Context: an optimization exercise on an open-source flow, tuned for small area, a short achievable clock period and few clock cycles per item. The choices shown serve that exercise and are no tape-out recipe. Function was checked by simulation only, so behaviour that the tests miss may differ from the original. Power figures rest on the tool's default switching activity, not on a simulated workload.

== run A ==
// priority_button_rule_resolver
module priority_button_rule_resolver
#(
  parameter int NUM_RULES = pbr_pkg::NUM_RULES_DEF
) (
  input  logic                  clk,
  input  logic                  rst_n,
  input  logic                  in_tvalid,
  output logic                  in_tready,
  input  logic [pbr_pkg::IN_DATA_W-1:0]  in_tdata,
  input  logic [0:0]            in_tuser,
  output logic                  out_tvalid,
  input  logic                  out_tready,
  output logic [pbr_pkg::OUT_DATA_W-1:0] out_tdata,
  input  logic                  cfg_we,
  input  logic [pbr_pkg::CFG_IDX_W-1:0]  cfg_index,
  input  logic [pbr_pkg::CFG_DATA_W-1:0] cfg_wdata
);
clock: 4.5 ns
lec_check: 0
cap_margin: 20
core_margin: 2
core_utilization: 65
setup_slack_margin: 2.2
slew_margin: 20
run.sh (not shown) runs the stock make flow with config.mk's settings and CLKGATE_MAP_FILE= SYNTH_SCRIPT=/design/flow/synth_recipe.tcl, a recipe that flattens the netlist after the stock synthesis.
Run A finished every stage and its layout cleared the timing, design-rule and antenna checks.
Testbench counts of run A, summed over its fixed seeds: cycles 12,024, items 12,000.
### run A -> run B
Settings: SETUP_SLACK_MARGIN changed from 2.2 to 2.4; CORE_UTILIZATION changed from 65 to 55.
==> comparison <==
Internal portion of total power (run B vs. run A) increases by a few percent. Run A → run B: number of tap cells inserted rose by 89; sequential power saw little to no change; number of instances resized during post-cts repair picked up an extra 301; initial core utilization fell by 9.5 points; net load switching power has increased.
Modified inputs, run C compared to run B
Settings: putting CTS_CLUSTER_DIAMETER at 60 where nothing was set; putting CTS_CLUSTER_SIZE at 20 where nothing was set; swapping 2.4 for 2.2 in SETUP_SLACK_MARGIN.
==> summary.txt <==
Run C reached the end of the flow, and the finished layout is clean on the timing, design-rule and antenna checks. In terms of instance area after placement, run C and run B differ only marginally. For first-pass GRT wire length, dividing the value from run C by the value from run B gives 0.946. Run comparison: run C worst setup path startpoint in_tdata[76]; run B worst setup path startpoint out_tready. Between run C and run B, the difference in max-slew violation count is negligible.
For run D, these inputs were changed with respect to run C:
Settings: CTS_CLUSTER_DIAMETER now 100, was 60; CTS_CLUSTER_SIZE now 30, was 20; SETUP_SLACK_MARGIN now 2.4, was 2.2.
## What came out
- Compared with run C, run D is the less power-hungry design.
- The flow did not stop early for run D: all stages ran, and the layout cleared the timing, design-rule and antenna checks.
- Clock network fraction of total power in run D is 7.1 points lower than in run C
- Re share of layout cells above drive strength 1: run C and run D aren't equal, and the higher value belongs to run D.
- Compared with run C, in run D number of cells on the critical path dropped 2, total routing resource utilization after global routing climbed 1.0 points.
- Kind of critical path: primary input to flip-flop -> run C, primary input to primary output -> run D
- Of the two values seen for highest layer used for signal routing, met4 was produced by run D and met5 by run C.


Another version of the RTL of priority_button_rule_resolver (not shown whole).
For scale: roughly 2100 cells after synthesis, ~180 I/O pins, about 30000 um2 of cells after synthesis.
==> flow/config.mk <==
export PLATFORM = sky130hd
export DESIGN_NAME = priority_button_rule_resolver
export DESIGN_NICKNAME = priority_button_rule_resolver
export VERILOG_FILES = /design/flow/design.v
export SDC_FILE = /design/flow/constraint.sdc
export NUM_CORES = 4
export LEC_CHECK = 0
export CAP_MARGIN = 20
export CORE_MARGIN = 2
export CORE_UTILIZATION = 45
export CTS_CLUSTER_DIAMETER = 60
export CTS_CLUSTER_SIZE = 20
export SETUP_SLACK_MARGIN = 2.2
export SLEW_MARGIN = 20
export BUFFER_PORTS_ARGS = -buffer_cell sky130_fd_sc_hd__buf_1
export CTS_ARGS = -sink_clustering_enable -repair_clock_nets -sink_clustering_size 20 -sink_clustering_max_diameter 60 -dont_use_dummy_load
==> flow/constraint.sdc <==
create_clock -name core_clock -period 4.5 [get_ports {clk}]
set_input_delay 0.9000 -clock core_clock [delete_from_list [all_inputs] [get_ports {clk}]]
set_output_delay 0.9000 -clock core_clock [all_outputs]
set_load 0.01 [all_outputs]
standard.sh (not shown) runs the stock make flow with config.mk's settings and CLKGATE_MAP_FILE= SYNTH_SCRIPT=/design/flow/synth_recipe.tcl, a recipe that flattens the netlist after the stock synthesis.
==> flow/flow/run.sh <==
#!/bin/bash
# Own flow: the standard flow, with two changes:
# - the ports are buffered by the smallest buffer (sky130_fd_sc_hd__buf_1)
#   instead of the default port buffer cell; every port still gets its own
#   buffer, and the resizer upsizes them where timing needs it;
# - clock tree synthesis inserts no dummy loads (same clustering as config.mk).
set -euo pipefail
cat >> config.mk <<'EOC'
export BUFFER_PORTS_ARGS = -buffer_cell sky130_fd_sc_hd__buf_1
export CTS_ARGS = -sink_clustering_enable -repair_clock_nets -sink_clustering_size 20 -sink_clustering_max_diameter 60 -dont_use_dummy_load
EOC
bash standard.sh > standard_flow.log 2>&1
The starting point finished with timing, DRC and antenna clean.
Testbench counts at the start, summed over its fixed seeds: cycles 12,024, items 12,000.
==> next run, changes <==
--- a/flow/flow/run.sh
+++ b/flow/flow/run.sh
@@ -6 +6 @@
-# - clock tree synthesis inserts no dummy loads (same clustering as config.mk).
+# - clock tree synthesis inserts no dummy loads.
@@ -10 +10 @@
-export CTS_ARGS = -sink_clustering_enable -repair_clock_nets -sink_clustering_size 20 -sink_clustering_max_diameter 60 -dont_use_dummy_load
+export CTS_ARGS = -sink_clustering_enable -repair_clock_nets -dont_use_dummy_load
- CORE_UTILIZATION: 45 -> 62
- CTS_ARGS: -sink_clustering_enable -repair_clock_nets -sink_clustering_size 20 -sink_clustering_max_diameter 60 -dont_use_dummy_load -> -sink_clustering_enable -repair_clock_nets -dont_use_dummy_load
- CTS_CLUSTER_DIAMETER: 60 -> unset
- CTS_CLUSTER_SIZE: 20 -> unset
- The changed run passed the timing, design-rule and antenna checks
- synthesized area does not change
- power came out higher by 7.3%
- routed wire length drops by 2.3%
- worst setup slack improved by 0.12 ns
- clock-buffer cell count goes up by 22
==> next run, changes <==
==> flow/run.sh (new file) <==
#!/bin/bash
# synth_recipe.tcl (not shown) runs the flow's synth.tcl, then flattens the netlist and writes it again
# the make line also repeats each setting of config.mk as NAME=value (left out here)
make -C /OpenROAD-flow-scripts/flow DESIGN_CONFIG=/design/flow/config.mk WORK_HOME=/design/flow/orfs CLKGATE_MAP_FILE= SYNTH_SCRIPT=/design/flow/synth_recipe.tcl finish
- BUFFER_PORTS_ARGS: -buffer_cell sky130_fd_sc_hd__buf_1 -> unset
- CORE_UTILIZATION: 62 -> 55
- CTS_ARGS: -sink_clustering_enable -repair_clock_nets -dont_use_dummy_load -> unset
- CTS_CLUSTER_DIAMETER: unset -> 60
- CTS_CLUSTER_SIZE: unset -> 20
- SETUP_SLACK_MARGIN: 2.2 -> 2.3
removed: flow/flow/run.sh
removed: flow/standard.sh
Outcome: Synthesized cell count stays the same. Flip-flop and latch count does not change. Critical path depth grows by 1. Worst setup slack degrades by 0.030 ns. Cell count grows by a few percent. Final area grows by a few percent. Via count shrinks slightly. Die area grows by roughly a tenth.
==> next run, changes <==
==> flow/flow/run.sh (new file) <==
#!/bin/bash
# Own flow: the standard flow, with the ports buffered by the smallest
# buffer (sky130_fd_sc_hd__buf_1) instead of the default port buffer cell.
# Every port still gets its own buffer; the resizer upsizes them where timing needs it.
set -euo pipefail
echo 'export BUFFER_PORTS_ARGS = -buffer_cell sky130_fd_sc_hd__buf_1' >> config.mk
bash standard.sh > standard_flow.log 2>&1
==> flow/standard.sh (new file) <==
#!/bin/bash
# synth_recipe.tcl (not shown) runs the flow's synth.tcl, then flattens the netlist and writes it again
# the make line also repeats each setting of config.mk as NAME=value (left out here)
make -C /OpenROAD-flow-scripts/flow DESIGN_CONFIG=/design/flow/config.mk WORK_HOME=/design/flow/orfs CLKGATE_MAP_FILE= SYNTH_SCRIPT=/design/flow/synth_recipe.tcl "${@:-finish}"
- BUFFER_PORTS_ARGS: unset -> -buffer_cell sky130_fd_sc_hd__buf_1
- SETUP_SLACK_MARGIN: 2.3 -> 2.2
removed: flow/run.sh
What happened:
- power came out higher slightly
- wire length came out lower by a few percent
- utilization came out lower by 4.1 points
==> next run, changes <==
==> flow/flow/run.sh (replaced) <==
#!/bin/bash
# Own flow: the standard flow, with two changes:
# - the ports are buffered by the smallest buffer (sky130_fd_sc_hd__buf_1)
#   instead of the default port buffer cell; every port still gets its own
#   buffer, and the resizer upsizes them where timing needs it;
# - clock tree synthesis inserts no dummy loads (same clustering as config.mk).
set -euo pipefail
cat >> config.mk <<'EOC'
export BUFFER_PORTS_ARGS = -buffer_cell sky130_fd_sc_hd__buf_1
export CTS_ARGS = -sink_clustering_enable -repair_clock_nets -sink_clustering_size 20 -sink_clustering_max_diameter 60 -dont_use_dummy_load
EOC
bash standard.sh > standard_flow.log 2>&1
- CORE_UTILIZATION: 55 -> 66
- CTS_ARGS: unset -> -sink_clustering_enable -repair_clock_nets -sink_clustering_size 20 -sink_clustering_max_diameter 60 -dont_use_dummy_load
Via count rises by 1.5%.
Die area decreases by 16%.
Global-route usage climbs by 4.7 points.
Wire length drops by 3.2%.
Power is lower by about 7.5%.
Combinational power is about the same.
Area after synthesis stays the same.

[separate check: timing with driven ports]
The results above use ideal ports. As a check the final layouts listed here were re-extracted and re-timed, cells and wires unchanged. Step 1 sets driving cells, clkbuf_16 on the clock port and buf_2 on the other inputs (assumed; they add their load-dependent delay and slew). Step 2, shift: input delay + t, output delay - t, t = (earliest + latest rising clock arrival at the registers) / 2. This alone moves slack from input paths to output paths. Three values: ideal ports, drivers, drivers and shift; two values: the first two.
run | t, ns | setup WS [ns] | latest minus earliest clock arrival (ns) | worst slew at a driven data input, ns
run A | 0.669 | 2.071 / 2.035 / 1.566 | 0.031 / 0.031 | 0.07
run B | 0.679 | 2.186 / 2.149 / 1.789 | 0.021 / 0.021 | 0.12
run C | 0.674 | 2.124 / 2.105 / 1.484 | 0.035 / 0.034 | 0.08
run D | 0.698 | 2.166 / 2.112 / 1.754 | 0.031 / 0.030 | 0.12
the first run of note 2 | 0.666 | 2.088 / 2.088 / 1.664 | 0.059 / 0.058 | 0.09
the second run of note 2 | 0.660 | 2.204 / 2.172 / 1.608 | 0.062 / 0.062 | 0.05
the third run of note 2 | 0.675 | 2.173 / 2.161 / 1.693 | 0.025 / 0.025 | 0.06
the fourth run of note 2 | 0.675 | 2.128 / 2.077 / 1.622 | 0.035 / 0.035 | 0.05
the fifth run of note 2 | 0.650 | 2.131 / 2.130 / 1.623 | 0.043 / 0.044 | 0.06
After both steps setup and hold are still met in every run listed. For run C, which loses most, drivers alone change the setup slack by -0.019 ns; drivers and shift together by -0.640 ns.
